This design comes from an exercise in tuning for small area, a short achievable clock period and few clock cycles per item on the open sky130 flow, not from production work.
At most, simulation tests tie the RTL to the original design; equivalence was not proved.
The RTL of run 1 was laid out without a check of its function.
Power and IR drop assume default switching activity.

==> flow/design.v, too long to show whole: its modules and the start of the top module <==
// module ivl2n_lane: 1071 lines
// module ivl2n_fa: 10 lines
// module ivl2n_ha: 9 lines
// module ivl2n_merge: 109 lines
// module ivl2n_sqrt: 81 lines
// module int8_vector_l2_norm: 137 lines
module int8_vector_l2_norm
(
  input  logic        clk_i,
  input  logic        rst_ni,
  input  logic        in_valid,
  output logic        in_ready,
  input  logic [7:0]  in_sample_0,
  input  logic [7:0]  in_sample_1,
  input  logic [7:0]  in_sample_2,
  input  logic [7:0]  in_sample_3,
  input  logic [7:0]  in_sample_4,
  input  logic [7:0]  in_sample_5,
  input  logic [7:0]  in_sample_6,
  input  logic [7:0]  in_sample_7,
  input  logic [3:0]  in_lane_count,
  input  logic        in_last,
  output logic        out_valid,
  input  logic        out_ready,
  output logic [38:0] out_sum_of_squares,
  output logic [27:0] out_norm_fixed,
  output logic        out_overflow
);
  // ...
==> flow/flow/run.sh <==
#!/bin/bash
# The standard layout (the standard.sh, unchanged synthesis and steps), with the port
# buffers that global placement inserts made from the plain buffer family (sky130_fd_sc_hd__buf_1,
# which repair may upsize) instead of the tool's default pick, a delay buffer.
set -euo pipefail
export BUFFER_PORTS_ARGS="-buffer_cell sky130_fd_sc_hd__buf_1"
bash standard.sh > standard.log 2>&1
==> flow/standard.sh <==
#!/bin/bash
# synth_recipe.tcl (not shown) runs the flow's synth.tcl, then flattens the netlist and writes it again
# the make line also repeats each setting of config.mk as NAME=value (left out here)
make -C /OpenROAD-flow-scripts/flow DESIGN_CONFIG=/design/flow/config.mk WORK_HOME=/design/flow/orfs CLKGATE_MAP_FILE= SYNTH_SCRIPT=/design/flow/synth_recipe.tcl "${@:-finish}"
==> flow/config.mk <==
export PLATFORM = sky130hd
export DESIGN_NAME = int8_vector_l2_norm
export DESIGN_NICKNAME = int8_vector_l2_norm
export VERILOG_FILES = /design/flow/design.v
export SDC_FILE = /design/flow/constraint.sdc
export NUM_CORES = 4
export LEC_CHECK = 0
export CAP_MARGIN = 20
export CORE_MARGIN = 2
export CORE_UTILIZATION = 60
export CTS_BUF_LIST = sky130_fd_sc_hd__clkbuf_8
export SETUP_SLACK_MARGIN = 3.5
export SLEW_MARGIN = 20
export SYNTH_HIERARCHICAL = 1
export SYNTH_MINIMUM_KEEP_SIZE = 0
==> flow/constraint.sdc <==
create_clock -name core_clock -period 6.5 [get_ports {clk_i}]
set_input_delay 1.3000 -clock core_clock [delete_from_list [all_inputs] [get_ports {clk_i}]]
set_output_delay 1.3000 -clock core_clock [all_outputs]
set_load 0.01 [all_outputs]
==> flow_metrics.env, run 1 <==
export IMPL_yosysWarnings=10
export IMPL_hp_class="flip-flop to flip-flop"
export IMPL_power_group_top="combinational cells"
export IMPL_relSlewSlack=0.333
export IMPL_grt_use_total=0.280
export IMPL_min_to="u_lane.st2_q[40]$_DFF_P_"
export IMPL_holdPathStages=0
export IMPL_cts_max_level=3
export IMPL_ys_seq_elements=444
export IMPL_path_buf_inv=1
export IMPL_irDropWorstVdd_mv=0.280
export IMPL_p_comb_mw=7.18
export IMPL_largestRegisters="a_mag_q: 64 flops, u_lane.st1_q: 59 flops, u_lane.st2_q: 44 flops"
export IMPL_clkSlewWorstSetupHoldPaths_ns=0.06
export IMPL_switchingPower_mw=5.95
export IMPL_synth_edff_count=102
export IMPL_status="no timing/DRC/antenna violations"
export IMPL_final_nonclk_buf_share=0.0448
export IMPL_setup_viol=0
export IMPL_switching_share=0.413
export IMPL_synth_compound_area_frac=0.112
export IMPL_top_layer_used="met4"
export IMPL_die_h_um=209
export IMPL_cp_cell_sequence="buf_4 -> a222oi_1 -> nand4_1 -> nor2_4 -> mux2_2 -> a2bb2oi_4 -> nand2_2 -> ha_4 -> a21oi_4 -> xor2_1 -> mux2i_1 -> xnor2_1 -> nor2_1 -> a21oi_1"
export IMPL_slowest_stage="edfxtp_1"
export IMPL_grt_first_pass_wirelength_mm=97.2
export IMPL_clkbuf_count=92
export IMPL_multi_input_gates=1821
export IMPL_top_usage_layer="met2"
export IMPL_rrSetupSlack_ns=3.40
export IMPL_worstMarginPinSlew_ns=0.991
export IMPL_p_int_mw=8.45
export IMPL_slew_viol_final=0
export IMPL_post_route_util=0.697
export IMPL_yosys_cell_types_count=97
export IMPL_drcViolationCount=0
export IMPL_power_leakage_nw=11.9
==> module ivl2n_merge, before the edit <==
module ivl2n_merge
(
  input  logic                  clk_i,
  input  logic                  rst_ni,
  input  logic                  valid_i,     
  input  logic                  valid_nx_i,  
  input  logic                  last_i,
  input  logic [LANE_CNT_W-1:0] lanes_i,
  input  logic [SSQ_W-1:0]      ssq_i,       
  input  logic                  free_i,      
  output logic                  avail_o,     
  output logic [SUM_W-1:0]      sum_o,
  output logic                  ovf_o,
  output logic [WIN-1:0]        root_o,      
  output logic [WIN:0]          rem_o,       
  output logic [STEP_W-1:0]     step_o,      
  output logic [1:0]            pair_o,
  output logic                  fin_d_o,     
  output logic                  hold_d_o
);
  localparam int PADW = 40 + 2 * WIN;
  logic [SUM_W-1:0]  acc_q, sum_d, fin_sum;
  logic [CNT_W-1:0]  cnt_q, cnt_sum, cnt_d;
  logic              ovf_q, ovf_d;
  logic              first_q, first_d, clr_q, clr_d, fin_q, fin_d;
  logic [18:0]       lo_sum;
  logic [20:0]       hi_inc;
  logic              hold_q, hold_d, load, hold_load;
  logic [SUM_W-1:0]  hold_sum_q;
  logic              hold_ovf_q;
  logic [WIN-1:0]    win_root;
  logic [WIN:0]      win_rem;
  logic [STEP_W-1:0] step_init;
  logic [1:0]        pair_init;
  logic [PADW-1:0]   pad;
  logic [39:0]       fin_ext;
  logic [19:0]       nz, top, hold_top_q;
  logic [2*WIN-1:0]  win;
  assign first_d  = valid_i ? last_i : first_q;
  assign clr_d    = valid_nx_i && first_d;
  assign lo_sum   = {1'b0, acc_q[17:0]} + {1'b0, ssq_i};
  assign hi_inc   = acc_q[38:18] + 21'd1;
  assign sum_d    = clr_q ? SUM_W'(ssq_i)
                  : {lo_sum[18] ? hi_inc : acc_q[38:18], lo_sum[17:0]};
  assign cnt_sum  = cnt_q + CNT_W'(lanes_i);
  assign cnt_d    = clr_q ? CNT_W'(lanes_i) : cnt_sum;
  assign ovf_d    = !clr_q && (ovf_q || (cnt_sum[CNT_W-1] && cnt_sum[CNT_W-2:0] != '0));
  assign fin_sum  = ovf_q ? SUM_BOUND : acc_q;
  assign fin_ext = {1'b0, fin_sum};
  always_comb begin
    for (int j = 0; j < 20; j++) nz[j] = fin_ext[2*j+1 -: 2] != 2'b00;
    for (int j = 0; j < 20; j++) begin
      top[j] = nz[j];
      for (int i = j + 1; i < 20; i++) top[j] = top[j] && !nz[i];
    end
  end
  assign pad = {1'b0, hold_sum_q, {(2*WIN){1'b0}}};
  always_comb begin
    step_init = (hold_top_q == '0) ? STEP_W'(8 - WIN) : '0;
    win       = '0;
    pair_init = '0;
    for (int j = 0; j < 20; j++) begin
      if (hold_top_q[j]) step_init = step_init | STEP_W'(j + 8 - WIN);
      win       = win | (hold_top_q[j] ? pad[2*j+1+2*WIN -: 2*WIN] : '0);
      pair_init = pair_init | (hold_top_q[j] ? pad[2*j+1 -: 2] : 2'b00);
    end
    win_root = '0;
    for (int r = 1; r < (1 << WIN); r++) begin
      if ((r * r) <= int'(win)) win_root = WIN'(r);
    end
    win_rem = (WIN+1)'(int'(win) - int'(win_root) * int'(win_root));
  end
  assign avail_o   = hold_q;
  assign sum_o     = hold_sum_q;
  assign ovf_o     = hold_ovf_q;
  assign root_o    = win_root;
  assign rem_o     = win_rem;
  assign step_o    = step_init;
  assign pair_o    = pair_init;
  assign load      = free_i && hold_q;
  assign hold_load = fin_q && (!hold_q || load);
  assign hold_d    = hold_load || (hold_q && !load);
  assign fin_d     = (valid_i && last_i) || (fin_q && !hold_load);
  assign fin_d_o   = fin_d;
  assign hold_d_o  = hold_d;
  always_ff @(posedge clk_i or negedge rst_ni) begin
    if (!rst_ni) begin
      first_q <= 1'b1;
      clr_q   <= 1'b0;
      fin_q   <= 1'b0;
      hold_q  <= 1'b0;
    end else begin
      first_q <= first_d;
      clr_q   <= clr_d;
      fin_q   <= fin_d;
      hold_q  <= hold_d;
    end
  end
  always_ff @(posedge clk_i) begin
    acc_q <= sum_d;
    cnt_q <= cnt_d;
    ovf_q <= ovf_d;
    if (hold_load) begin
      hold_sum_q  <= fin_sum;
      hold_ovf_q  <= ovf_q;
      hold_top_q  <= top;
    end
  end
endmodule
==> run 2, diff against run 1 <==
--- a/flow/design.v
+++ b/flow/design.v
@@ -1173,7 +1173,71 @@
     end
-    win_root = '0;
-    for (int r = 1; r < (1 << WIN); r++) begin
-      if ((r * r) <= int'(win)) win_root = WIN'(r);
-    end
-    win_rem = (WIN+1)'(int'(win) - int'(win_root) * int'(win_root));
+  end
+  always_comb begin
+    case (win)
+        6'd0: begin win_root = 3'd0; win_rem = 4'd0; end
+        6'd1: begin win_root = 3'd1; win_rem = 4'd0; end
+        6'd2: begin win_root = 3'd1; win_rem = 4'd1; end
+        6'd3: begin win_root = 3'd1; win_rem = 4'd2; end
+        6'd4: begin win_root = 3'd2; win_rem = 4'd0; end
+        6'd5: begin win_root = 3'd2; win_rem = 4'd1; end
+        6'd6: begin win_root = 3'd2; win_rem = 4'd2; end
+        6'd7: begin win_root = 3'd2; win_rem = 4'd3; end
+        6'd8: begin win_root = 3'd2; win_rem = 4'd4; end
+        6'd9: begin win_root = 3'd3; win_rem = 4'd0; end
+        6'd10: begin win_root = 3'd3; win_rem = 4'd1; end
+        6'd11: begin win_root = 3'd3; win_rem = 4'd2; end
+        6'd12: begin win_root = 3'd3; win_rem = 4'd3; end
+        6'd13: begin win_root = 3'd3; win_rem = 4'd4; end
+        6'd14: begin win_root = 3'd3; win_rem = 4'd5; end
+        6'd15: begin win_root = 3'd3; win_rem = 4'd6; end
+        6'd16: begin win_root = 3'd4; win_rem = 4'd0; end
+        6'd17: begin win_root = 3'd4; win_rem = 4'd1; end
+        6'd18: begin win_root = 3'd4; win_rem = 4'd2; end
+        6'd19: begin win_root = 3'd4; win_rem = 4'd3; end
+        6'd20: begin win_root = 3'd4; win_rem = 4'd4; end
+        6'd21: begin win_root = 3'd4; win_rem = 4'd5; end
+        6'd22: begin win_root = 3'd4; win_rem = 4'd6; end
+        6'd23: begin win_root = 3'd4; win_rem = 4'd7; end
+        6'd24: begin win_root = 3'd4; win_rem = 4'd8; end
+        6'd25: begin win_root = 3'd5; win_rem = 4'd0; end
+        6'd26: begin win_root = 3'd5; win_rem = 4'd1; end
+        6'd27: begin win_root = 3'd5; win_rem = 4'd2; end
+        6'd28: begin win_root = 3'd5; win_rem = 4'd3; end
+        6'd29: begin win_root = 3'd5; win_rem = 4'd4; end
+        6'd30: begin win_root = 3'd5; win_rem = 4'd5; end
+        6'd31: begin win_root = 3'd5; win_rem = 4'd6; end
+        6'd32: begin win_root = 3'd5; win_rem = 4'd7; end
+        6'd33: begin win_root = 3'd5; win_rem = 4'd8; end
+        6'd34: begin win_root = 3'd5; win_rem = 4'd9; end
+        6'd35: begin win_root = 3'd5; win_rem = 4'd10; end
+        6'd36: begin win_root = 3'd6; win_rem = 4'd0; end
+        6'd37: begin win_root = 3'd6; win_rem = 4'd1; end
+        6'd38: begin win_root = 3'd6; win_rem = 4'd2; end
+        6'd39: begin win_root = 3'd6; win_rem = 4'd3; end
+        6'd40: begin win_root = 3'd6; win_rem = 4'd4; end
+        6'd41: begin win_root = 3'd6; win_rem = 4'd5; end
+        6'd42: begin win_root = 3'd6; win_rem = 4'd6; end
+        6'd43: begin win_root = 3'd6; win_rem = 4'd7; end
+        6'd44: begin win_root = 3'd6; win_rem = 4'd8; end
+        6'd45: begin win_root = 3'd6; win_rem = 4'd9; end
+        6'd46: begin win_root = 3'd6; win_rem = 4'd10; end
+        6'd47: begin win_root = 3'd6; win_rem = 4'd11; end
+        6'd48: begin win_root = 3'd6; win_rem = 4'd12; end
+        6'd49: begin win_root = 3'd7; win_rem = 4'd0; end
+        6'd50: begin win_root = 3'd7; win_rem = 4'd1; end
+        6'd51: begin win_root = 3'd7; win_rem = 4'd2; end
+        6'd52: begin win_root = 3'd7; win_rem = 4'd3; end
+        6'd53: begin win_root = 3'd7; win_rem = 4'd4; end
+        6'd54: begin win_root = 3'd7; win_rem = 4'd5; end
+        6'd55: begin win_root = 3'd7; win_rem = 4'd6; end
+        6'd56: begin win_root = 3'd7; win_rem = 4'd7; end
+        6'd57: begin win_root = 3'd7; win_rem = 4'd8; end
+        6'd58: begin win_root = 3'd7; win_rem = 4'd9; end
+        6'd59: begin win_root = 3'd7; win_rem = 4'd10; end
+        6'd60: begin win_root = 3'd7; win_rem = 4'd11; end
+        6'd61: begin win_root = 3'd7; win_rem = 4'd12; end
+        6'd62: begin win_root = 3'd7; win_rem = 4'd13; end
+        6'd63: begin win_root = 3'd7; win_rem = 4'd14; end
+        default: begin win_root = 3'd0; win_rem = 4'd0; end
+    endcase
   end
--- a/flow/config.mk
+++ b/flow/config.mk
@@ -11,3 +11,3 @@
 export CTS_BUF_LIST = sky130_fd_sc_hd__clkbuf_8
-export SETUP_SLACK_MARGIN = 3.5
+export SETUP_SLACK_MARGIN = 3.8
 export SLEW_MARGIN = 20
==> run 2 against run 1 <==
  * Worst hold slack got worse by 0.0099 ns
  * Largest cell class unchanged
  * Core utilization increased by 0.69 points
  * Sequential cell count unchanged
  * Critical endpoint is now u_merge.acc_q[26]$_SDFFE_PP0P_
  * Total power increased by 4.6%
  * First-iteration DRC count increased by 60%
  * Clock power decreased by 5%
  * Synthesized cell count increased by 3.2%
  * Still clean on timing, DRC and antenna
  * Via count increased by 5.7%
  * Sequential share of layout area decreased by 0.62 points
==> flow_metrics.env, run 2 <==
export IMPL_ys_seq_area_frac=0.389
export IMPL_rsz0062_at_grt="yes"
export IMPL_synth_adder_area_share=0.202
export IMPL_holdPathStages=0
export IMPL_largest_register_ff_count=64
export IMPL_regMostFlops="a_mag_q"
export IMPL_place_gp_congestion=0.973
export IMPL_hp_class="flip-flop to flip-flop"
export IMPL_grt_overflow=0
export IMPL_power_total_mw=15.1
export IMPL_die_h_um=211
export IMPL_hp_start="a_lanes_q[1]$_SDFF_PN0_"
export IMPL_yosysWarnings=10
export IMPL_layout_drive_gt1_share=0.157
export IMPL_synth_main_ff_cell="dfxtp_1"
export IMPL_grt_max_degree=93
export IMPL_min_period_over_period=0.419
export IMPL_synth_xor_xnor_area_share=0.0478
export IMPL_hold_violations=0
export IMPL_irDropWorstVdd_mv=0.293
export IMPL_n_antenna_cell=0
export IMPL_nets=3080
export IMPL_achievable_frequency_mhz=367
export IMPL_synth_largest_area_cell="dfxtp_1"
export IMPL_cts_tree="done"
export IMPL_status="no timing/DRC/antenna violations"
export IMPL_end_kind="flip-flop"
export IMPL_dieArea_um2=44400
export IMPL_drcViolationCount=0
export IMPL_grt_first_pass_wirelength_mm=101
export IMPL_worstReg2RegStart="u_lane.ssq_o[0]$_SDFF_PN0_"
export IMPL_num_vias=19600
export IMPL_first_pass_iters=9
export IMPL_min_to="b1_lanes_q[1]$_DFF_P_"
export IMPL_setup_tns_final_ns=0
export IMPL_cts_num_sinks=444
export IMPL_start_kind="flip-flop"
export IMPL_drt_wirelength_per_cell_um=19.4
export IMPL_async_flop_share=0.0248
export IMPL_clkSlewWorstSetupHoldPaths_ns=0.06
export IMPL_rrSetupSlack_ns=3.78
export IMPL_holdBufCountCts=0
export IMPL_vias_per_cell=5.94
export IMPL_cp_max_fo=10
export IMPL_synthCells=2475
export IMPL_postRouteAntennaNets=0
export IMPL_synth_top_area_frac=0.259
export IMPL_wl_mm=64.1
export IMPL_path_class="flip-flop to flip-flop"
export IMPL_clock_latency_ns=0.65
export IMPL_yosysMostFrequentCell="dfxtp_1"
export IMPL_start_util=0.610
export IMPL_slowest_stage="or4_4"
export IMPL_holdWs_ns=0.315
export IMPL_synth_top_family_by_area="adder cells"
export IMPL_antenna_found_initial=0
export IMPL_ioPinCount=143
export IMPL_synth_compound_area_frac=0.125
export IMPL_setup_viol=0
export IMPL_slew_viol_final=0
export IMPL_p_per_area_nw_per_um2=509
export IMPL_dp_worst_setup_slack_ns=3.00
export IMPL_root_buffer="clkbuf_8"
export IMPL_synth_mux_area_frac=0.0148
export IMPL_cts_max_level=3
export IMPL_mostFrequentLayoutCell="dfxtp_1"
export IMPL_worstReg2RegEnd="u_merge.acc_q[26]$_SDFFE_PP0P_"
export IMPL_syn_nets=2842
export IMPL_synth_area_per_cell_um2=10.4
export IMPL_grt_use_total=0.288
export IMPL_syn_area_um2=25600
export IMPL_finClkSkew_ns=0.0260
export IMPL_worstMarginPinSlew_ns=1.05
export IMPL_coreArea_um2=42000
export IMPL_power_leakage_nw=12.2
export IMPL_drt_iter0_drc=1754
export IMPL_core_rowCount=75
export IMPL_die_w_um=211
export IMPL_largestRegisters="a_mag_q: 64 flops, u_lane.st1_q: 59 flops, u_lane.st2_q: 44 flops"
export IMPL_post_route_util=0.704
export IMPL_period_minus_slack_ns=2.72
export IMPL_syn_to_final_growth_pct=15.4
export IMPL_hpwl_mm=46.7
export IMPL_clk_path_buf_depth=3
export IMPL_fin_ws_ns=3.78
export IMPL_yosys_area_share_simple=0.200
export IMPL_reg2reg_depth=11
export IMPL_synth_area_leaders="dfxtp_1 (26%), fa_1 (16%), edfxtp_1 (12%)"
export IMPL_cp_cell_sequence="ha_4 -> inv_2 -> fa_2 -> nor2b_2 -> o2111a_2 -> nor4b_4 -> nor3_4 -> o41ai_4 -> buf_6 -> or4_4 -> a21oi_1"
export IMPL_numCtsBuffers=73
export IMPL_final_cell_mix="dfxtp_1 (273), nor2_1 (206), fa_1 (187)"
export IMPL_synth_edff_count=102
export IMPL_ys_seq_elements=444
export IMPL_maxCapViolations=0
export IMPL_grt_pass1_vias=19500
export IMPL_required_ns=7.06
export IMPL_max_stage_delay_ns=0.47
export IMPL_relSlewSlack=0.294
export IMPL_numPortBuffers=142
export IMPL_synth_common_cells="dfxtp_1 (331), nor2_1 (208), fa_1 (201)"
export IMPL_yosys_cell_types_count=103
export IMPL_worstPathArrival_ns=3.28
==> run 2: critical path: cells and delay by family (launching register included) <==
| family | cells | cell delay, ns |
|---|---|---|
| simple gates | 4 | 0.99 |
| flops | 1 | 0.35 |
| fa+ha+maj | 2 | 0.52 |
| compound gates | 3 | 0.56 |
| buf+inv | 2 | 0.20 |
==> run 2: how the worst max path moves through the flow <==
stage,end,cells after the start,slack (ns),start
floorplan,u_sqrt.root_q[0]$_DFFE_PP_,12,3.80,u_sqrt.rem_q[28]$_SDFF_PP0_
global route,u_merge.acc_q[26]$_SDFFE_PP0P_,11,3.66,u_merge.acc_q[0]$_DFF_P_
global placement,u_sqrt.root_q[0]$_DFFE_PP_,11,3.10,u_sqrt.rem_q[28]$_SDFF_PP0_
CTS,u_merge.hold_top_q[0]$_DFFE_PP_,8,3.74,u_merge.ovf_q$_DFF_P_
finish,u_merge.acc_q[26]$_SDFFE_PP0P_,11,3.78,u_lane.ssq_o[0]$_SDFF_PN0_
detailed placement,u_sqrt.root_q[0]$_DFFE_PP_,11,3.00,u_sqrt.rem_q[28]$_SDFF_PP0_
==> run 2: what timing repair did <==
| item | 4_1_cts | 5_1_grt |
|---|---|---|
| endpoints found under the hold margin | 0 | 0 |
| cloned | 3 | 0 |
| gates resized for setup | 110 | 126 |
| endpoints found under the setup margin | 77 | 89 |
| buffers inserted | 33 | 55 |
| pin swaps | 33 | 79 |
==> run 2: final cells by class <==
cell class | count | area, um^2
fillers | 3174 | 12400
well taps | 539 | 674
clock inverters | 49 | 334
inverters | 62 | 234
clock buffers | 83 | 1140
repair buffers | 242 | 1400
multi-input cells | 1890 | 15700
flip-flops and latches | 444 | 10100
==> run 2: Yosys stat by module (local to each module, per instance) <==
module | area, um^2 | copies in the design
ivl2n_lane | 4710 | 1
int8_vector_l2_norm | 3440 | 1
ivl2n_sqrt | 5620 | 1
ivl2n_merge | 7780 | 1
ivl2n_ha | 12.5 | 8
ivl2n_fa | 20.0 | 199
==> run 2: metal layers <==
metal,track usage,vias to the layer above,part of all wire
met5,0,-,0
met4,0.0940,0,0.028
met3,0.0540,149,0.064
met2,0.468,737,0.48
met1,0.392,9584,0.43
li1,-,9169,-
==> run 2: stage by stage <==
step / instances / area, um^2
after floorplan: 2475 / 25600
after global placement: 3086 / 26600
after detailed placement: 3086 / 26600
after CTS: 3254 / 28600
after global routing: 3309 / 29600
final: 3309 / 29600
==> run 2: power breakdown <==
part	switching, mW	total [mW]	internal, mW
sequential	0.803	4.66	3.85
combinational	4.35	7.95	3.61
clock	1.12	2.45	1.34
total	6.27	15.1	8.80
==> run 2: logic make-up (layout without fill, tap and decap cells) <==
| group | count (synthesis) | in the layout |
|---|---|---|
| multiplexers | 36 | 36 |
| XOR/XNOR | 140 | 140 |
| buffers and inverters | 141 | 436 |
| AO/OA/AOI/OAI | 469 | 469 |
| flip-flops | 444 | 444 |
| AND/OR/NAND/NOR | 951 | 951 |
| adder cells (fa/ha/maj) | 294 | 294 |
Testbench counts of run 2, summed over its fixed seeds: cycles 29,676, vectors 1,600.
==> run 3, diff against run 2 <==
--- a/flow/config.mk
+++ b/flow/config.mk
@@ -11,3 +11,3 @@
 export CTS_BUF_LIST = sky130_fd_sc_hd__clkbuf_8
-export SETUP_SLACK_MARGIN = 3.8
+export SETUP_SLACK_MARGIN = 3.5
 export SLEW_MARGIN = 20
==> run 3 against run 2 <==
  * Still clean
  * Total power fell by 5.2%
  * Die area unchanged
  * Critical path depth stayed put
  * Clock power rose by 7%
  * Sequential power barely moved
  * Global-route usage is 0.44 points lower
  * Register-to-register slack got worse by 0.23 ns
  * Worst setup slack worse by 0.23 ns
  * Synthesized cell count stayed put
  * Via count decreased by 2.1%
  * Critical endpoint is now u_sqrt.rem_q[1]$_DFF_P_
  * Largest cell class unchanged
==> flow_metrics.env, run 3 <==
export IMPL_yosysMostFrequentCell="dfxtp_1"
export IMPL_hp_class="flip-flop to flip-flop"
export IMPL_wl_mm=62.2
export IMPL_min_period_over_period=0.454
export IMPL_seqPwrFrac=0.327
export IMPL_drt_wirelength_per_cell_um=19.2
export IMPL_wl_met2_mm=29.3
export IMPL_setup_viol=0
export IMPL_synth_area_per_cell_um2=10.4
export IMPL_worstReg2RegStart="u_merge.hold_top_q[3]$_DFFE_PP_"
export IMPL_syn_nets=2842
export IMPL_finClkSkew_ns=0.0308
export IMPL_period_minus_slack_ns=2.95
export IMPL_worstMarginPinSlew_ns=0.992
export IMPL_syn_area_um2=25600
export IMPL_synth_area_leaders="dfxtp_1 (26%), fa_1 (16%), edfxtp_1 (12%)"
export IMPL_nFillCells=3339
export IMPL_yosys_cell_types_count=103
export IMPL_pwr_share_comb=0.491
export IMPL_grt_overflow=0
export IMPL_ys_seq_area_frac=0.389
export IMPL_clock_latency_ns=0.65
export IMPL_power_leakage_nw=11.7
export IMPL_first_pass_iters=6
export IMPL_required_ns=7.02
export IMPL_hpwl_mm=47.0
export IMPL_holdWs_ns=0.323
export IMPL_core_rowCount=75
export IMPL_regMostFlops="a_mag_q"
export IMPL_path_class="flip-flop to flip-flop"
export IMPL_hold_violations=0
export IMPL_achievable_frequency_mhz=339
export IMPL_async_flop_share=0.0248
export IMPL_ioPinCount=143
export IMPL_drt_iter0_drc=1605
export IMPL_grt_use_total=0.283
export IMPL_dpl_cell_area_um2=26600
export IMPL_drcViolationCount=0
export IMPL_synth_compound_area_frac=0.125
export IMPL_antenna_found_initial=1
export IMPL_dieArea_um2=44400
export IMPL_cp_cell_sequence="a22o_1 -> a221oi_1 -> and3_1 -> and4_2 -> inv_2 -> ha_1 -> o211a_1 -> a211o_1 -> mux2_2 -> nor2_1 -> a21oi_1"
export IMPL_slew_viol_final=0
export IMPL_reg2reg_depth=11
export IMPL_synth_top_area_frac=0.259
export IMPL_rsz0062_at_grt="yes"
export IMPL_synth_top_family_by_area="adder cells"
export IMPL_clkPwrFrac=0.183
export IMPL_p_int_mw=8.38
export IMPL_numCtsBuffers=75
export IMPL_dp_worst_setup_slack_ns=2.98
export IMPL_power_total_mw=14.3
export IMPL_clk_path_buf_depth=3
export IMPL_largest_register_ff_count=64
export IMPL_num_vias=19200
export IMPL_fin_area_um2=28400
export IMPL_status="no timing/DRC/antenna violations"
export IMPL_start_util=0.610
export IMPL_postRouteAntennaNets=0
export IMPL_grt_max_degree=93
export IMPL_largestRegisters="a_mag_q: 64 flops, u_lane.st1_q: 59 flops, u_lane.st2_q: 44 flops"
export IMPL_synth_largest_area_cell="dfxtp_1"
export IMPL_synth_main_ff_cell="dfxtp_1"
export IMPL_multiInputGateArea_um2=15200
export IMPL_relSlewSlack=0.336
export IMPL_yosysWarnings=10
export IMPL_switching_share=0.413
export IMPL_syn_to_final_growth_pct=10.7
export IMPL_synth_edff_count=102
export IMPL_cp_endpoint="u_sqrt.rem_q[1]$_DFF_P_"
export IMPL_irDropWorstVdd_mv=0.269
export IMPL_start_kind="flip-flop"
export IMPL_synth_adder_area_share=0.202
export IMPL_grt_first_pass_wirelength_mm=99.5
export IMPL_p_per_area_nw_per_um2=503
export IMPL_cp_max_fo=9
export IMPL_final_cell_mix="dfxtp_1 (330), nor2_1 (208), fa_1 (201)"
export IMPL_worstReg2RegEnd="u_sqrt.rem_q[1]$_DFF_P_"
export IMPL_cts_num_sinks=444
export IMPL_mostFrequentLayoutCell="dfxtp_1"
export IMPL_layout_drive_gt1_share=0.0782
export IMPL_place_gp_congestion=0.965
export IMPL_cp_startpoint="u_merge.hold_top_q[3]$_DFFE_PP_"
export IMPL_synthCells=2475
export IMPL_switchingPower_mw=5.90
export IMPL_cts_max_level=3
export IMPL_n_antenna_cell=0
export IMPL_regArea_um2=9970
export IMPL_rrSetupSlack_ns=3.55
export IMPL_maxCapViolations=0
export IMPL_clkSlewWorstSetupHoldPaths_ns=0.06
export IMPL_cts_tree="done"
export IMPL_numPortBuffers=142
export IMPL_end_kind="flip-flop"
export IMPL_die_w_um=211
export IMPL_vias_per_cell=5.94
export IMPL_setup_tns_final_ns=0
export IMPL_synth_xor_xnor_area_share=0.0478
export IMPL_wl_met1_mm=27.3
export IMPL_ys_seq_elements=444
export IMPL_grt_pass1_vias=19200
export IMPL_fin_ws_ns=3.55
export IMPL_holdBufCountCts=0
export IMPL_coreArea_um2=42000
export IMPL_yosys_area_share_simple=0.200
export IMPL_synth_common_cells="dfxtp_1 (331), nor2_1 (208), fa_1 (201)"
export IMPL_max_stage_delay_ns=0.58
export IMPL_synth_mux_area_frac=0.0148
export IMPL_top_layer_used="met5"
export IMPL_slowest_stage="edfxtp_1"
export IMPL_nets=3009
export IMPL_met3_length_mm=3.74
export IMPL_die_h_um=211
export IMPL_worstPathArrival_ns=3.47
export IMPL_root_buffer="clkbuf_8"
==> run 3: cell count changes in the layout (fill, tap and decap cells not counted), moves of 7 or more <==
| cell | delta |
|---|---|
| dfxtp_4 | -29 |
| ha_1 | +11 |
| dfxtp_1 | +57 |
| buf_4 | -65 |
| a21oi_2 | -8 |
| fa_1 | +14 |
| and2_4 | -7 |
| fa_2 | -14 |
| nor2b_2 | -22 |
| nor2b_1 | +22 |
| a21oi_1 | +8 |
| dfxtp_2 | -28 |
==> run 3: kinds of logic after synthesis <==
logic type / after synthesis
adder cells (fa/ha/maj): 294
multiplexers: 36
flip-flops: 444
XOR/XNOR: 140
AND/OR/NAND/NOR: 951
buffers and inverters: 141
AO/OA/AOI/OAI: 469
==> run 3: modules after synthesis (local to each module, per instance) <==
module / copies in the design / cells / flip-flops and latches / area [um^2]
ivl2n_lane: 1 / 470 / 121 / 4710
ivl2n_sqrt: 1 / 605 / 106 / 5620
ivl2n_merge: 1 / 854 / 128 / 7780
ivl2n_fa: 199 / 1 / 0 / 20.0
ivl2n_ha: 8 / 1 / 0 / 12.5
int8_vector_l2_norm: 1 / 339 / 89 / 3440
==> run 3: worst min path at each step <==
| stage | cells past startpoint | to | startpoint |
|---|---|---|---|
| finish | 0 | b1_lanes_q[0]$_DFF_P_ | a_lanes_q[0]$_SDFF_PN0_ |
| global route | 0 | u_lane.st2_q[16]$_DFF_P_ | u_lane.st1_q[21]$_DFF_P_ |
| global placement | 0 | u_lane.st2_q[11]$_DFF_P_ | u_lane.st1_q[11]$_DFF_P_ |
| floorplan | 0 | b1_lanes_q[0]$_DFF_P_ | a_lanes_q[0]$_SDFF_PN0_ |
| detailed placement | 0 | u_lane.st2_q[1]$_DFF_P_ | u_lane.st1_q[1]$_DFF_P_ |
| CTS | 0 | u_lane.st2_q[16]$_DFF_P_ | u_lane.st1_q[21]$_DFF_P_ |
==> run 3: routing by layer <==
metal  global-route usage  vias up
met2                0.457      655
li1                     -     9025
met3               0.0531      136
met4               0.0959        2
met5                    0        -
met1                0.387     9405
==> run 3: layout make-up <==
cell class,count,area share
clock buffers,88,0.0427
repair buffers,169,0.0262
clock inverters,46,0.0133
inverters,62,0.00820
multi-input cells,1890,0.534
flip-flops and latches,444,0.352
well taps,539,0.0238
==> run 3: power groups by stage <==
stage               clock network (mW)  logic [mW]  registers (mW)
finish                            2.61        7.01            4.67
detailed placement                   0        6.86            4.73
CTS                               2.67        6.92            4.68
global placement                     0        6.61            4.71
global route                      2.77        7.90            4.77
floorplan                            0        5.41            4.40
==> run 3: repair_timing <==
action / CTS / global route
pin swaps: 0 / 2
buffers inserted: 0 / 18
gates resized for setup: 4 / 8
gates cloned: 0 / 0
endpoints found under the setup margin: 22 / 25
==> run 3: critical path: cells and delay by family (launching register included) <==
family	cells	cell delay [ns]
compound gates	5	1.00
mux	1	0.26
fa+ha+maj	1	0.22
buf+inv	1	0.09
flops	1	0.58
simple gates	3	0.69
==> run 3: stage by stage <==
stage,cells,util
2_1_floorplan,2475,-
3_3_place_gp,3086,0.633
3_5_place_dp,3086,0.633
4_1_cts,3220,0.671
5_1_grt,3238,0.675
6_report,3238,0.675
==> run 4, diff against run 3 <==
--- a/flow/design.v
+++ b/flow/design.v
@@ -1155,3 +1155,3 @@
   assign fin_sum  = ovf_q ? SUM_BOUND : acc_q;
-  assign fin_ext = {1'b0, fin_sum};
+  assign fin_ext = {1'b0, acc_q};
   always_comb begin
@@ -1161,2 +1161,3 @@
       for (int i = j + 1; i < 20; i++) top[j] = top[j] && !nz[i];
+      if (ovf_q) top[j] = (j == 19);
     end
--- a/flow/config.mk
+++ b/flow/config.mk
@@ -11,3 +11,3 @@
 export CTS_BUF_LIST = sky130_fd_sc_hd__clkbuf_8
-export SETUP_SLACK_MARGIN = 3.5
+export SETUP_SLACK_MARGIN = 3.8
 export SLEW_MARGIN = 20
==> run 4 against run 3 <==
  * Total power rose by 1.8%
  * Core utilization rose by 2.1 points
  * Largest cell class unchanged
  * Sequential cell count did not move
  * Critical endpoint is now u_merge.acc_q[33]$_SDFFE_PP0P_
  * Clock skew fell by 0.0023 ns
  * Critical path type unchanged
  * Sequential power rose by 1%
  * Design area rose by 2.7%
==> flow_metrics.env, run 4 <==
export IMPL_dpl_cell_area_um2=26400
export IMPL_synth_largest_area_cell="dfxtp_1"
export IMPL_start_util=0.607
export IMPL_grt_overflow=0
export IMPL_drt_wirelength_per_cell_um=19.0
export IMPL_yosysWarnings=10
export IMPL_setup_tns_final_ns=0
export IMPL_cp_max_fo=8
export IMPL_worstReg2RegStart="u_merge.acc_q[1]$_DFF_P_"
export IMPL_end_kind="flip-flop"
export IMPL_clock_latency_ns=0.64
export IMPL_numPortBuffers=142
export IMPL_ys_seq_elements=444
export IMPL_status="no timing/DRC/antenna violations"
export IMPL_hold_violations=0
export IMPL_synth_main_ff_cell="dfxtp_1"
export IMPL_holdPathStages=0
export IMPL_syn_nets=2828
export IMPL_worstPathArrival_ns=3.40
export IMPL_coreArea_um2=41900
export IMPL_cts_max_level=3
export IMPL_irDropWorstVdd_mv=0.258
export IMPL_synth_area_per_cell_um2=10.3
export IMPL_core_rowCount=75
export IMPL_clkSlewWorstSetupHoldPaths_ns=0.06
export IMPL_dp_worst_setup_slack_ns=2.78
export IMPL_slowest_stage="dfxtp_1"
export IMPL_synth_top_area_frac=0.261
export IMPL_start_kind="flip-flop"
export IMPL_syn_area_um2=25400
export IMPL_cp_startpoint="u_merge.acc_q[1]$_DFF_P_"
export IMPL_postRouteAntennaNets=0
export IMPL_cts_tree="done"
export IMPL_power_leakage_nw=11.9
export IMPL_wl_mm=61.8
export IMPL_clk_path_buf_depth=3
export IMPL_grt_first_pass_wirelength_mm=97.8
export IMPL_nFillCells=3240
export IMPL_fin_area_um2=29100
export IMPL_cp_cell_sequence="inv_1 -> fa_2 -> nand2b_4 -> a211o_4 -> nand3b_4 -> a21oi_4 -> o31a_1 -> buf_12 -> buf_8 -> nor4_4 -> mux2_4"
export IMPL_rrSetupSlack_ns=3.62
export IMPL_async_flop_share=0.0248
export IMPL_path_buf_inv=3
export IMPL_grt_use_total=0.281
export IMPL_max_stage_delay_ns=0.39
export IMPL_synth_edff_count=102
export IMPL_finClkSkew_ns=0.0284
export IMPL_hp_class="flip-flop to flip-flop"
export IMPL_dieArea_um2=44000
export IMPL_achievable_frequency_mhz=348
export IMPL_wl_met2_mm=32.9
export IMPL_ioPinCount=143
export IMPL_yosysMostFrequentCell="dfxtp_1"
export IMPL_cts_num_sinks=444
export IMPL_vias_per_cell=5.86
export IMPL_numCtsBuffers=73
export IMPL_relSlewSlack=0.400
export IMPL_drcViolationCount=0
export IMPL_synth_area_leaders="dfxtp_1 (26%), fa_1 (16%), edfxtp_1 (12%)"
export IMPL_die_w_um=210
export IMPL_place_gp_congestion=0.947
export IMPL_drt_iter0_drc=1089
export IMPL_antenna_found_initial=0
export IMPL_synth_common_cells="dfxtp_1 (331), nor2_1 (209), fa_1 (201)"
export IMPL_mostFrequentLayoutCell="dfxtp_1"
export IMPL_period_minus_slack_ns=2.88
export IMPL_nets=3030
export IMPL_post_route_util=0.696
export IMPL_power_total_mw=14.5
export IMPL_first_pass_iters=6
export IMPL_yosys_cell_types_count=100
export IMPL_largestRegisters="a_mag_q: 64 flops, u_lane.st1_q: 59 flops, u_lane.st2_q: 44 flops"
export IMPL_largest_register_ff_count=64
export IMPL_n_antenna_cell=0
export IMPL_maxCapViolations=0
export IMPL_min_period_over_period=0.443
export IMPL_critical_path_top_delay_family="compound AO/OA/AOI/OAI gates"
export IMPL_required_ns=7.02
export IMPL_root_buffer="clkbuf_8"
export IMPL_slew_viol_final=0
export IMPL_rsz0062_at_grt="yes"
export IMPL_grt_pass1_vias=19500
export IMPL_met3_length_mm=2.61
export IMPL_die_h_um=210
export IMPL_num_vias=19100
export IMPL_syn_to_final_growth_pct=14.6
export IMPL_top_layer_used="met4"
export IMPL_reg2reg_depth=11
export IMPL_worstReg2RegEnd="u_merge.acc_q[33]$_SDFFE_PP0P_"
export IMPL_p_per_area_nw_per_um2=499
export IMPL_regMostFlops="a_mag_q"
export IMPL_layout_drive_gt1_share=0.138
export IMPL_worstMarginPinSlew_ns=0.899
export IMPL_hp_start="u_lane.st1_q[58]$_DFF_P_"
export IMPL_hpwl_mm=46.4
export IMPL_fin_ws_ns=3.62
export IMPL_synthCells=2460
export IMPL_ys_seq_area_frac=0.392
export IMPL_setup_viol=0
export IMPL_final_cell_mix="dfxtp_1 (274), nor2_1 (206), fa_1 (192)"
export IMPL_wl_met1_mm=23.5
export IMPL_path_class="flip-flop to flip-flop"
export IMPL_min_to="u_lane.st2_q[43]$_DFF_P_"
export IMPL_grt_max_degree=85
export IMPL_holdBufCountCts=0
## run 4: power breakdown
part / internal, mW / total [mW] / switching, mW
logic: 3.24 / 7.30 / 4.06
registers: 3.86 / 4.74 / 0.874
clock network: 1.40 / 2.49 / 1.09
## run 4: routing by layer
metal	up-vias	track usage
met5	-	0
met4	0	0.142
met3	188	0.0423
met2	611	0.523
met1	9266	0.310
li1	9030	-
## run 4: logic make-up (layout without fill, tap and decap cells)
kind of cell | count (synthesis) | count (layout) | share of synthesized area
simple gates | 940 | 940 | 0.198
compound gates | 463 | 463 | 0.122
flops | 444 | 444 | 0.392
fa+ha+maj | 295 | 295 | 0.205
buf+inv | 149 | 409 | 0.0233
xor+xnor | 138 | 138 | 0.0475
mux | 31 | 31 | 0.0127
## run 4: timing repair
item	in CTS	in global routing
endpoints found under the setup margin	124	65
cloned	3	0
pin swaps	32	46
setup buffers	21	31
gates resized for setup	120	110
## run 4: per-module statistics from Yosys, one instance, submodules excluded
module               cells  area [um^2]
ivl2n_fa                 1         20.0
ivl2n_lane             470         4710
int8_vector_l2_norm    339         3440
ivl2n_sqrt             605         5620
ivl2n_merge            839         7570
ivl2n_ha                 1         12.5
## run 4: area by class of cell
class,instances,area (um^2),area share
Tap cell,539,674,0.0232
Multi-Input combinational cell,1867,15300,0.527
Sequential cell,444,10100,0.348
Clock buffer,92,1270,0.0435
Timing Repair Buffer,207,1160,0.0400
Clock inverter,41,273,0.00937
Inverter,69,264,0.00906
## run 4: worst max-delay path by stage
stage                                     end  depth (start not counted)
2_1_floorplan  u_merge.acc_q[38]$_SDFFE_PP0P_                         12
5_1_grt        u_merge.acc_q[33]$_SDFFE_PP0P_                         12
3_3_place_gp         u_sqrt.pair_q[1]$_DFF_P_                         10
3_5_place_dp         u_sqrt.pair_q[1]$_DFF_P_                         10
4_1_cts        u_merge.acc_q[33]$_SDFFE_PP0P_                         12
6_report       u_merge.acc_q[33]$_SDFFE_PP0P_                         11
## run 4: through the flow
stage / cells / hold slack (ns)
CTS: 3228 / 0.323
finish: 3259 / 0.324
global placement: 3070 / 0.311
floorplan: 2460 / 0.310
detailed placement: 3071 / 0.312
global route: 3259 / 0.330
Testbench counts of run 4, summed over its fixed seeds: cycles 29,676, vectors 1,600.
==> run 5, diff against run 4 <==
--- a/flow/config.mk
+++ b/flow/config.mk
@@ -11,3 +11,3 @@
 export CTS_BUF_LIST = sky130_fd_sc_hd__clkbuf_8
-export SETUP_SLACK_MARGIN = 3.8
+export SETUP_SLACK_MARGIN = 4.2
 export SLEW_MARGIN = 20
==> run 5 against run 4 <==
  * Still clean on timing, DRC and antenna
  * Combinational power up about 40%
  * Worst setup slack better by 0.12 ns
  * Sequential cell count unchanged
  * Core utilization grew 9.0 points
  * Synthesized cell count did not move
  * Maximum frequency rose by 4.2%
  * Total power increased by 23%
  * Wire length up 17%
  * Critical endpoint is now u_sqrt.root_q[0]$_DFFE_PP_
==> flow_metrics.env, run 5 <==
export IMPL_irDropWorstVdd_mv=0.381
export IMPL_numPortBuffers=142
export IMPL_yosysMostFrequentCell="dfxtp_1"
export IMPL_clkPwrFrac=0.156
export IMPL_root_buffer="clkbuf_8"
export IMPL_wl_mm=72.1
export IMPL_drcViolationCount=0
export IMPL_holdWs_ns=0.322
export IMPL_ys_seq_elements=444
export IMPL_cp_max_fo=8
export IMPL_cts_tree="done"
export IMPL_syn_nets=2828
export IMPL_synth_largest_area_cell="dfxtp_1"
export IMPL_numCtsBuffers=76
export IMPL_start_util=0.607
export IMPL_critical_path_top_delay_family="compound AO/OA/AOI/OAI gates"
export IMPL_nets=3205
export IMPL_period_minus_slack_ns=2.76
export IMPL_final_cells=3438
export IMPL_synth_area_per_cell_um2=10.3
export IMPL_switchingPower_mw=7.43
export IMPL_status="no timing/DRC/antenna violations"
export IMPL_met3_length_mm=4.12
export IMPL_die_h_um=210
export IMPL_clock_latency_ns=0.67
export IMPL_grt_pass1_vias=20600
export IMPL_maxCapViolations=0
export IMPL_synth_common_cells="dfxtp_1 (331), nor2_1 (209), fa_1 (201)"
export IMPL_largestRegisters="a_mag_q: 64 flops, u_lane.st1_q: 59 flops, u_lane.st2_q: 44 flops"
export IMPL_first_pass_iters=6
export IMPL_cts_num_sinks=444
export IMPL_achievable_frequency_mhz=362
export IMPL_nFillCells=2655
export IMPL_top_layer_used="met4"
export IMPL_slew_viol_final=0
export IMPL_regArea_um2=10300
export IMPL_path_buf_inv=1
export IMPL_min_period_over_period=0.425
export IMPL_dp_cells=3070
export IMPL_setup_tns_final_ns=0
export IMPL_seqPwrFrac=0.270
export IMPL_ys_seq_area_frac=0.392
export IMPL_async_flop_share=0.0248
export IMPL_relSlewSlack=0.524
export IMPL_p_per_area_nw_per_um2=542
export IMPL_synthCells=2460
export IMPL_grt_overflow=0
export IMPL_drt_wirelength_per_cell_um=21.0
export IMPL_num_vias=20500
export IMPL_pwr_share_comb=0.574
export IMPL_postRouteAntennaNets=0
export IMPL_drt_iter0_drc=1587
export IMPL_wl_met1_mm=26.8
export IMPL_grt_use_total=0.316
export IMPL_clk_path_buf_depth=3
export IMPL_n_antenna_cell=0
export IMPL_synth_main_ff_cell="dfxtp_1"
export IMPL_grt_first_pass_wirelength_mm=109
export IMPL_synth_area_leaders="dfxtp_1 (26%), fa_1 (16%), edfxtp_1 (12%)"
export IMPL_syn_to_final_growth_pct=29.4
export IMPL_final_cell_mix="dfxtp_1 (231), nor2_1 (196), buf_4 (191)"
export IMPL_yosys_cell_types_count=100
export IMPL_hold_violations=0
export IMPL_syn_area_um2=25400
export IMPL_path_class="flip-flop to flip-flop"
export IMPL_power_leakage_nw=13.3
export IMPL_die_w_um=210
export IMPL_wl_met2_mm=37.3
export IMPL_cp_cell_sequence="buf_12 -> xnor2_2 -> ha_1 -> a211o_1 -> a21oi_2 -> nand2_1 -> a32oi_2 -> o21ai_1 -> nor2_2 -> a211oi_2 -> a21o_1"
export IMPL_layout_drive_gt1_share=0.350
export IMPL_regMostFlops="a_mag_q"
export IMPL_p_int_mw=10.4
export IMPL_hp_class="flip-flop to flip-flop"
export IMPL_grt_max_degree=65
export IMPL_largest_register_ff_count=64
export IMPL_setup_viol=0
export IMPL_required_ns=6.91
export IMPL_synth_edff_count=102
export IMPL_rsz0062_at_grt="yes"
export IMPL_clkSlewWorstSetupHoldPaths_ns=0.06
export IMPL_synth_top_area_frac=0.261
export IMPL_max_stage_delay_ns=0.38
export IMPL_rrSetupSlack_ns=3.74
export IMPL_vias_per_cell=5.97
export IMPL_worstMarginPinSlew_ns=0.714
export IMPL_hpwl_mm=48.1
export IMPL_power_total_mw=17.8
export IMPL_mostFrequentLayoutCell="dfxtp_1"
export IMPL_slowest_stage="dfxtp_4"
export IMPL_antenna_found_initial=0
export IMPL_ioPinCount=143
export IMPL_worstPathArrival_ns=3.17
export IMPL_cts_max_level=3
export IMPL_core_rowCount=75
export IMPL_coreArea_um2=41900
export IMPL_switching_share=0.417
export IMPL_yosysWarnings=10
export IMPL_finClkSkew_ns=0.0355
export IMPL_end_kind="flip-flop"
export IMPL_start_kind="flip-flop"
export IMPL_dieArea_um2=44000
export IMPL_place_gp_congestion=0.957
export IMPL_multiInputGateArea_um2=17100
==> run 5: cell counts after synthesis <==
Identical to the previous run, type by type.
==> run 5: worst reg2reg max path: stages (launching register included) <==
cell and delay, ns:
dfxtp_4 0.38, buf_12 0.17, xnor2_2 0.14, ha_1 0.35
a211o_1 0.29, a21oi_2 0.25, nand2_1 0.12, a32oi_2 0.29
o21ai_1 0.13, nor2_2 0.15, a211oi_2 0.09, a21o_1 0.17
==> run 5: worst paths after layout <==
check | start | to | cells after the start
setup reg to reg | u_sqrt.rem_q[28]$_SDFF_PP0_ | u_sqrt.root_q[0]$_DFFE_PP_ | 11
min in group asynchronous | rst_ni | u_sqrt.run_q$_DFF_PN0_ | 1
setup / recovery | u_sqrt.rem_q[28]$_SDFF_PP0_ | u_sqrt.root_q[0]$_DFFE_PP_ | 11
max in group asynchronous | rst_ni | u_merge.clr_q$_DFF_PN0_ | 1
hold / removal | u_lane.st1_q[8]$_DFF_P_ | u_lane.st2_q[8]$_DFF_P_ | 0
hold reg to reg | u_lane.st1_q[8]$_DFF_P_ | u_lane.st2_q[8]$_DFF_P_ | 0
==> run 5: kinds of logic (layout without fill, tap and decap cells) <==
family                   count (synthesis)  in the layout  share of synthesized area
AO/OA/AOI/OAI                          463            463                      0.122
XOR/XNOR                               138            138                     0.0475
flip-flops                             444            444                      0.392
buffers and inverters                  149            587                     0.0233
multiplexers                            31             31                     0.0127
adder cells (fa/ha/maj)                295            295                      0.205
AND/OR/NAND/NOR                        940            941                      0.198
==> run 5: per-layer routing <==
layer,vias to the layer above,global-route usage
li1,9395,-
met1,10000,0.370
met2,845,0.558
met3,268,0.0536
met4,0,0.169
met5,-,0
==> run 5: Yosys stat by module (local to each module, per instance) <==
module               flip-flops and latches  copies in the design  cell area [um^2]
int8_vector_l2_norm                      89                     1              3440
ivl2n_fa                                  0                   199              20.0
ivl2n_ha                                  0                     8              12.5
ivl2n_lane                              121                     1              4710
ivl2n_merge                             128                     1              7570
ivl2n_sqrt                              106                     1              5620
==> run 5: area by class of cell <==
type	count	share of cell area
multi-input cells	1868	0.520
clock buffers	98	0.0410
inverters	69	0.00905
well taps	539	0.0205
repair buffers	378	0.0870
clock inverters	42	0.0109
flip-flops and latches	444	0.312
==> run 5: what timing repair did <==
action	in CTS	in global routing
pin swaps	155	155
resized for setup	404	232
hold buffers	0	0
hold endpoints to repair	0	0
endpoints found under the setup margin	292	241
buffers inserted	168	54
cloned	4	2
==> run 5: metrics by stage <==
stage,setup slack [ns],util,instance area (um^2)
final,3.74,0.786,32900
after global routing,3.65,0.786,32900
after CTS,3.70,0.753,31500
after detailed placement,2.79,0.644,27000
after global placement,2.78,0.644,27000
after floorplan,3.86,-,26100
==> run 5: power by group through the flow <==
stage	sequential [mW]	clock [mW]	combinational, mW
2_1_floorplan	4.44	0	5.61
3_3_place_gp	4.79	0	6.88
3_5_place_dp	4.82	0	7.11
4_1_cts	4.74	2.82	8.64
5_1_grt	4.92	2.96	11.1
6_report	4.82	2.78	10.2
==> run 6, diff against run 5 <==
--- a/flow/config.mk
+++ b/flow/config.mk
@@ -11,3 +11,3 @@
 export CTS_BUF_LIST = sky130_fd_sc_hd__clkbuf_8
-export SETUP_SLACK_MARGIN = 4.2
+export SETUP_SLACK_MARGIN = 3.5
 export SLEW_MARGIN = 20
==> run 6 against run 5 <==
  * Still clean on timing, DRC and antenna
  * Via count down 8.4%
  * Count of clock-buffer cells in the layout down 11
  * Core utilization down 11 points
  * Maximum frequency down 4.6%
  * Largest power group unchanged
  * Critical path depth unchanged
  * Clock power down 7%
==> flow_metrics.env, run 6 <==
export IMPL_nets=2984
export IMPL_worstPathArrival_ns=3.45
export IMPL_syn_nets=2828
export IMPL_yosysWarnings=10
export IMPL_synth_top_area_frac=0.261
export IMPL_synth_main_ff_cell="dfxtp_1"
export IMPL_p_per_area_nw_per_um2=509
export IMPL_maxCapViolations=0
export IMPL_die_w_um=210
export IMPL_start_kind="flip-flop"
export IMPL_drt_wirelength_per_cell_um=19.1
export IMPL_syn_area_um2=25400
export IMPL_place_gp_congestion=0.973
export IMPL_end_kind="flip-flop"
export IMPL_grt_first_pass_wirelength_mm=99.0
export IMPL_setup_tns_final_ns=0
export IMPL_grt_pass1_vias=19500
export IMPL_cts_max_level=3
export IMPL_ioPinCount=143
export IMPL_power_total_mw=14.3
export IMPL_power_leakage_nw=11.5
export IMPL_finClkSkew_ns=0.0200
export IMPL_status="no timing/DRC/antenna violations"
export IMPL_min_period_over_period=0.445
export IMPL_relSlewSlack=0.340
export IMPL_num_vias=18800
export IMPL_nFillCells=3333
export IMPL_reg2reg_depth=11
export IMPL_drt_iter0_drc=1108
export IMPL_synthCells=2460
export IMPL_first_pass_iters=6
export IMPL_clkSlewWorstSetupHoldPaths_ns=0.06
export IMPL_holdPathStages=0
export IMPL_n_antenna_cell=0
export IMPL_synth_edff_count=102
export IMPL_drcViolationCount=0
export IMPL_ys_seq_elements=444
export IMPL_postRouteAntennaNets=0
export IMPL_grt_max_degree=85
export IMPL_cp_max_fo=37
export IMPL_hp_class="flip-flop to flip-flop"
export IMPL_hold_violations=0
export IMPL_cts_tree="done"
export IMPL_largestRegisters="a_mag_q: 64 flops, u_lane.st1_q: 59 flops, u_lane.st2_q: 44 flops"
export IMPL_path_class="flip-flop to flip-flop"
export IMPL_grt_use_met2=0.528
export IMPL_irDropWorstVdd_mv=0.246
export IMPL_required_ns=7.06
export IMPL_wl_mm=61.5
export IMPL_achievable_frequency_mhz=345
export IMPL_period_minus_slack_ns=2.89
export IMPL_clk_path_buf_depth=3
export IMPL_die_h_um=210
export IMPL_largest_register_ff_count=64
export IMPL_numCtsBuffers=75
export IMPL_regMostFlops="a_mag_q"
export IMPL_yosysMostFrequentCell="dfxtp_1"
export IMPL_rsz0062_at_grt="no"
export IMPL_layout_drive_gt1_share=0.0751
export IMPL_start_util=0.607
export IMPL_dieArea_um2=44000
export IMPL_mostFrequentLayoutCell="dfxtp_1"
export IMPL_coreArea_um2=41900
export IMPL_async_flop_share=0.0248
export IMPL_vias_per_cell=5.84
export IMPL_holdBufCountCts=0
export IMPL_grt_use_total=0.284
export IMPL_ys_seq_area_frac=0.392
export IMPL_cts_num_sinks=444
export IMPL_hpwl_mm=47.4
export IMPL_use_met3=0.0456
export IMPL_core_rowCount=75
export IMPL_synth_largest_area_cell="dfxtp_1"
export IMPL_synth_common_cells="dfxtp_1 (331), nor2_1 (209), fa_1 (201)"
export IMPL_final_cell_mix="dfxtp_1 (328), nor2_1 (208), fa_1 (200)"
export IMPL_root_buffer="clkbuf_8"
export IMPL_slew_viol_final=0
export IMPL_numPortBuffers=142
export IMPL_grt_overflow=0
export IMPL_yosys_cell_types_count=100
export IMPL_setup_viol=0
export IMPL_synth_area_leaders="dfxtp_1 (26%), fa_1 (16%), edfxtp_1 (12%)"
export IMPL_synth_area_per_cell_um2=10.3
export IMPL_worstMarginPinSlew_ns=0.981
export IMPL_antenna_found_initial=0
export IMPL_syn_to_final_growth_pct=10.6
export IMPL_grt_use_met1=0.313
export IMPL_clock_latency_ns=0.64
export IMPL_top_usage_layer="met2"
[run 6: cell count changes in the layout (fill, tap and decap cells not counted), moves of 65 or more]
cell	previous run	this run
dfxtp_4	66	1
buf_4	191	13
and2_1	115	192
dfxtp_1	231	328
fa_2	131	1
fa_1	70	200
and2_4	79	0
[run 6: modules after synthesis, one instance, submodules excluded]
module               cells  flip-flops and latches  copies in the design  cell area [um^2]
int8_vector_l2_norm    339                      89                     1              3440
ivl2n_fa                 1                       0                   199              20.0
ivl2n_ha                 1                       0                     8              12.5
ivl2n_lane             470                     121                     1              4710
ivl2n_merge            839                     128                     1              7570
ivl2n_sqrt             605                     106                     1              5620
[run 6: cell families after synthesis]
| kind of cell | count (synthesis) | synth area share |
|---|---|---|
| buffers and inverters | 149 | 0.0233 |
| DFF | 444 | 0.392 |
| AOI/OAI and AO/OA | 463 | 0.122 |
| adders and majority gates | 295 | 0.205 |
| muxes | 31 | 0.0127 |
| and+or+nand+nor | 940 | 0.198 |
| xor gates and xnor gates | 138 | 0.0475 |
[run 6: metrics by stage]
step	setup slack (ns)	area [um^2]	utilization	hold WS (ns)	std cells
floorplan	3.52	25400	-	0.310	2460
global placement	2.88	26400	0.630	0.310	3071
detailed placement	2.80	26400	0.630	0.312	3071
CTS	3.51	28000	0.670	0.318	3212
global route	3.48	28100	0.672	0.327	3217
finish	3.61	28100	0.672	0.323	3217
[run 6: worst max-delay path, cell delays in order, from the launching register on]
cell      delay [ns]
dfxtp_2         0.37
ha_4            0.14
inv_1           0.05
fa_2            0.34
nand2b_1        0.18
a211o_1         0.36
nand3b_4        0.11
a21oi_2         0.06
o31a_1          0.33
buf_12          0.18
or4_1           0.51
a21oi_2         0.15
[run 6: final cells by class]
| type | count | area [um^2] | share of cell area |
|---|---|---|---|
| clock buffer | 87 | 1200 | 0.0426 |
| tap | 539 | 674 | 0.0240 |
| multi-input combinational | 1867 | 14900 | 0.531 |
| sequential | 444 | 9970 | 0.355 |
| inverter | 69 | 262 | 0.00930 |
| timing repair buffer | 159 | 693 | 0.0246 |
| clock inverter | 52 | 389 | 0.0138 |
[run 6: worst paths after layout]
| check | from | endpoint | slack, ns |
|---|---|---|---|
| max | u_merge.acc_q[0]$_DFF_P_ | u_merge.acc_q[34]$_SDFFE_PP0P_ | 3.61 |
| min | u_lane.st1_q[15]$_DFF_P_ | u_lane.st2_q[14]$_DFF_P_ | 0.32 |
| max reg2reg | u_merge.acc_q[0]$_DFF_P_ | u_merge.acc_q[34]$_SDFFE_PP0P_ | 3.61 |
| min reg2reg | u_lane.st1_q[15]$_DFF_P_ | u_lane.st2_q[14]$_DFF_P_ | 0.32 |
| max in group asynchronous | rst_ni | u_merge.clr_q$_DFF_PN0_ | 5.43 |
| min in group asynchronous | rst_ni | in_ready_q$_DFF_PN0_ | 0.64 |
[run 6: report_power, final]
group / switching [mW] / internal (mW) / leakage [nW] / total (mW)
Sequential: 0.870 / 3.86 / 3.84 / 4.73
Combinational: 3.95 / 3.05 / 6.78 / 7.00
Clock: 1.15 / 1.44 / 0.891 / 2.59
[run 6: repair_timing]
action | CTS | global route
setup endpoints to repair | 27 | 62
pin swaps | 1 | 1
buffers inserted | 2 | 5
resized for setup | 9 | 15
cloned | 0 | 0
[run 6: routing by layer]
metal  share of wire  routed length, um
met3           0.039               2430
met1            0.38              23500
met2            0.53              32600
met4           0.050               3090
met5               0                  0
==> run 7, diff against run 6 <==
--- a/flow/design.v
+++ b/flow/design.v
@@ -1128,3 +1128,6 @@
   localparam int PADW = 40 + 2 * WIN;
-  logic [SUM_W-1:0]  acc_q, sum_d, fin_sum;
+  logic [17:0]       acc_lo_q;       
+  logic [20:0]       acc_hi_q, hi_d;
+  logic              cy_q;
+  logic [SUM_W-1:0]  acc_sum, fin_sum;
   logic [CNT_W-1:0]  cnt_q, cnt_sum, cnt_d;
@@ -1134,2 +1137,3 @@
   logic [20:0]       hi_inc;
+  logic [19:0]       top_acc;
   logic              hold_q, hold_d, load, hold_load;
@@ -1147,6 +1151,6 @@
   assign clr_d    = valid_nx_i && first_d;
-  assign lo_sum   = {1'b0, acc_q[17:0]} + {1'b0, ssq_i};
-  assign hi_inc   = acc_q[38:18] + 21'd1;
-  assign sum_d    = clr_q ? SUM_W'(ssq_i)
-                  : {lo_sum[18] ? hi_inc : acc_q[38:18], lo_sum[17:0]};
+  assign lo_sum   = {1'b0, clr_q ? 18'd0 : acc_lo_q} + {1'b0, ssq_i};
+  assign hi_inc   = acc_hi_q + 21'(cy_q);
+  assign hi_d     = clr_q ? 21'd0 : hi_inc;
+  assign acc_sum  = {hi_inc, acc_lo_q};
   assign cnt_sum  = cnt_q + CNT_W'(lanes_i);
@@ -1154,4 +1158,4 @@
   assign ovf_d    = !clr_q && (ovf_q || (cnt_sum[CNT_W-1] && cnt_sum[CNT_W-2:0] != '0));
-  assign fin_sum  = ovf_q ? SUM_BOUND : acc_q;
-  assign fin_ext = {1'b0, acc_q};
+  assign fin_sum  = ovf_q ? SUM_BOUND : acc_sum;
+  assign fin_ext = {1'b0, acc_hi_q, acc_lo_q};
   always_comb begin
@@ -1159,6 +1163,9 @@
     for (int j = 0; j < 20; j++) begin
-      top[j] = nz[j];
-      for (int i = j + 1; i < 20; i++) top[j] = top[j] && !nz[i];
-      if (ovf_q) top[j] = (j == 19);
+      top_acc[j] = nz[j];
+      for (int i = j + 1; i < 20; i++) top_acc[j] = top_acc[j] && !nz[i];
     end
+    if (ovf_q) top = 20'd1 << 19;
+    else if (!cy_q) top = top_acc;
+    else if (top_acc[19:9] == '0) top = 20'd1 << 9;
+    else top = {top_acc[18:9], 9'd0, 1'b0} | {top_acc[19], 19'd0};
   end
@@ -1271,3 +1278,5 @@
   always_ff @(posedge clk_i) begin
-    acc_q <= sum_d;
+    acc_lo_q <= lo_sum[17:0];
+    cy_q     <= lo_sum[18];
+    acc_hi_q <= hi_d;
     cnt_q <= cnt_d;
==> run 7 against run 6 <==
  * Still clean on timing, DRC and antenna
  * Die area about the same
  * Register-to-register slack about the same
  * Critical path depth fell by 6
  * Global-route usage grew 0.61 points
  * Clock power grew 2%
  * Count of clock-buffer cells in the layout is 10 higher
  * Maximum frequency decreased by 0.21%
  * Design area is essentially flat
  * Clock skew increased by 0.011 ns
==> flow_metrics.env, run 7 <==
export IMPL_path_buf_inv=0
export IMPL_end_kind="flip-flop"
export IMPL_largest_register_ff_count=64
export IMPL_core_rowCount=75
export IMPL_mostFrequentLayoutCell="dfxtp_1"
export IMPL_maxCapViolations=0
export IMPL_irDropWorstVdd_mv=0.259
export IMPL_clkSlewWorstSetupHoldPaths_ns=0.06
export IMPL_fin_ws_ns=3.60
export IMPL_regMostFlops="a_mag_q"
export IMPL_worstPathArrival_ns=3.40
export IMPL_worstReg2RegStart="a_mag_q[24]$_SDFF_PP0_"
export IMPL_setup_tns_final_ns=0
export IMPL_synth_main_ff_cell="dfxtp_1"
export IMPL_hold_violations=0
export IMPL_critical_path_top_delay_family="adder cells"
export IMPL_largestRegisters="a_mag_q: 64 flops, u_lane.st1_q: 59 flops, u_lane.st2_q: 44 flops"
export IMPL_ys_seq_area_frac=0.394
export IMPL_setup_viol=0
export IMPL_first_pass_iters=8
export IMPL_ioPinCount=143
export IMPL_reg2reg_depth=5
export IMPL_grt_first_pass_wirelength_mm=100
export IMPL_cp_max_fo=8
export IMPL_synth_top_area_frac=0.261
export IMPL_period_minus_slack_ns=2.90
export IMPL_syn_to_final_growth_pct=10.6
export IMPL_hp_class="flip-flop to flip-flop"
export IMPL_clk_path_buf_depth=3
export IMPL_dpl_cell_area_um2=26400
export IMPL_rsz0062_at_grt="no"
export IMPL_hpwl_mm=48.3
export IMPL_relSlewSlack=0.486
export IMPL_synthCells=2420
export IMPL_finClkSkew_ns=0.0305
export IMPL_die_w_um=210
export IMPL_p_per_area_nw_per_um2=518
export IMPL_synth_area_per_cell_um2=10.5
export IMPL_cp_startpoint="a_mag_q[24]$_SDFF_PP0_"
export IMPL_postRouteAntennaNets=0
export IMPL_layout_drive_gt1_share=0.0783
export IMPL_achievable_frequency_mhz=345
export IMPL_slowest_stage="dfxtp_1"
export IMPL_holdBufCountCts=0
export IMPL_slew_viol_final=0
export IMPL_numCtsBuffers=75
export IMPL_start_util=0.608
export IMPL_dp_cells=3036
export IMPL_yosys_cell_types_count=110
export IMPL_grt_max_degree=61
export IMPL_dieArea_um2=44000
export IMPL_power_total_mw=14.6
export IMPL_synth_edff_count=103
export IMPL_ys_seq_elements=446
export IMPL_grt_use_total=0.290
export IMPL_holdPathStages=0
export IMPL_cts_max_level=3
export IMPL_numPortBuffers=142
export IMPL_power_leakage_nw=11.7
export IMPL_nets=2951
export IMPL_cp_cell_sequence="and2_1 -> fa_1 -> fa_1 -> fa_1 -> fa_1"
export IMPL_wl_mm=63.2
export IMPL_clock_latency_ns=0.66
export IMPL_fin_area_um2=28100
export IMPL_syn_nets=2788
export IMPL_yosysWarnings=10
export IMPL_required_ns=7.00
export IMPL_place_gp_congestion=0.977
export IMPL_grt_overflow=0
export IMPL_min_period_over_period=0.446
export IMPL_drt_wirelength_per_cell_um=19.8
export IMPL_hp_start="u_lane.st1_q[11]$_DFF_P_"
export IMPL_synth_largest_area_cell="dfxtp_1"
export IMPL_async_flop_share=0.0247
export IMPL_coreArea_um2=41900
export IMPL_yosysMostFrequentCell="dfxtp_1"
export IMPL_final_cell_mix="dfxtp_1 (331), nor2_1 (228), fa_1 (201)"
export IMPL_start_kind="flip-flop"
export IMPL_cts_num_sinks=446
export IMPL_synth_area_leaders="dfxtp_1 (26%), fa_1 (16%), edfxtp_1 (12%)"
export IMPL_die_h_um=210
export IMPL_syn_area_um2=25400
export IMPL_path_common_cell="fa_1"
export IMPL_dp_worst_setup_slack_ns=2.37
export IMPL_cts_tree="done"
export IMPL_path_class="flip-flop to flip-flop"
export IMPL_worstSetupPathDepth=5
export IMPL_drt_iter0_drc=1206
export IMPL_worstMarginPinSlew_ns=0.771
export IMPL_grt_pass1_vias=19000
export IMPL_num_vias=18600
export IMPL_antenna_found_initial=0
export IMPL_max_stage_delay_ns=0.61
export IMPL_root_buffer="clkbuf_8"
export IMPL_drcViolationCount=0
export IMPL_status="no timing/DRC/antenna violations"
export IMPL_final_cells=3184
export IMPL_vias_per_cell=5.83
export IMPL_synth_common_cells="dfxtp_1 (332), nor2_1 (228), fa_1 (201)"
export IMPL_n_antenna_cell=0
run 7: changes by cell type in the layout (fill, tap and decap cells not counted), moves of 9 or more:
cell and delta:
a21oi_1 -9, nand2_1 -31, o21ai_0 -12, or4_1 -16
inv_1 -9, a22oi_1 -15, clkbuf_8 +10, nand3_1 +13
nor2_1 +20, o31ai_1 -14, xnor2_1 +13
run 7: logic make-up (layout without fill, tap and decap cells):
logic type / Yosys count / count (layout) / synth area share
AND/OR/NAND/NOR: 939 / 939 / 0.200
multiplexers: 28 / 28 / 0.0117
XOR/XNOR: 156 / 156 / 0.0537
buffers and inverters: 132 / 357 / 0.0214
adder cells (fa/ha/maj): 295 / 295 / 0.205
AO/OA/AOI/OAI: 424 / 424 / 0.115
flip-flops: 446 / 446 / 0.394
run 7: path summary, 6_finish.rpt:
kind | slack [ns] | to
max in group asynchronous | 5.21 | u_merge.clr_q$_DFF_PN0_
worst min register to register | 0.32 | u_lane.st2_q[11]$_DFF_P_
min in group asynchronous | 0.71 | u_sqrt.done_q$_DFFE_PN0P_
worst max register to register | 3.60 | u_lane.st1_q[11]$_DFF_P_
worst max-delay path | 3.60 | u_lane.st1_q[11]$_DFF_P_
worst min-delay path | 0.32 | u_lane.st2_q[11]$_DFF_P_
run 7: where the power goes:
part	leakage [nW]	switching (mW)	internal, mW
Clock	0.920	1.14	1.51
Combinational	6.88	4.01	3.11
Sequential	3.86	0.935	3.88
Total	11.7	6.08	8.50
run 7: per-module statistics from Yosys, one instance, submodules excluded:
| module | cell area, um^2 | cells | times used | flops+latches |
|---|---|---|---|---|
| int8_vector_l2_norm | 3440 | 339 | 1 | 89 |
| ivl2n_ha | 12.5 | 1 | 8 | 0 |
| ivl2n_sqrt | 5620 | 605 | 1 | 106 |
| ivl2n_fa | 20.0 | 1 | 199 | 0 |
| ivl2n_merge | 7570 | 799 | 1 | 130 |
| ivl2n_lane | 4710 | 470 | 1 | 121 |
run 7: layout make-up:
class	instances	area (um^2)
fillers	3300	13700
well taps	539	674
multi-input cells	1842	14900
clock buffers	97	1340
clock inverters	42	304
inverters	60	230
repair buffers	158	677
flip-flops and latches	446	10000
run 7: layer usage:
| layer | up-vias | routed length (um) | track usage |
|---|---|---|---|
| met5 | - | 0 | 0 |
| li1 | 8769 | - | - |
| met2 | 586 | 32300 | 0.520 |
| met1 | 9084 | 25900 | 0.357 |
| met3 | 138 | 3070 | 0.0444 |
| met4 | 0 | 1860 | 0.103 |
run 7: timing repair:
action,CTS,global route
setup buffers,1,8
pin swaps,0,0
resized for setup,6,3
endpoints found under the setup margin,52,8
run 7: per-stage QoR:
step | util | hold WS (ns)
after global placement | 0.630 | 0.311
final | 0.672 | 0.325
after detailed placement | 0.630 | 0.312
after floorplan | - | 0.310
after CTS | 0.670 | 0.323
after global routing | 0.672 | 0.330
Testbench counts of run 7, summed over its fixed seeds: cycles 29,715, vectors 1,600.

Check on run 7: ideal ports give 3.599 ns setup slack; a clkbuf_16 on the clock port and buf_2 on the inputs give 3.599 ns; moving port delays by the midpoint clock arrival (0.693 ns) as well gives 3.017 ns.
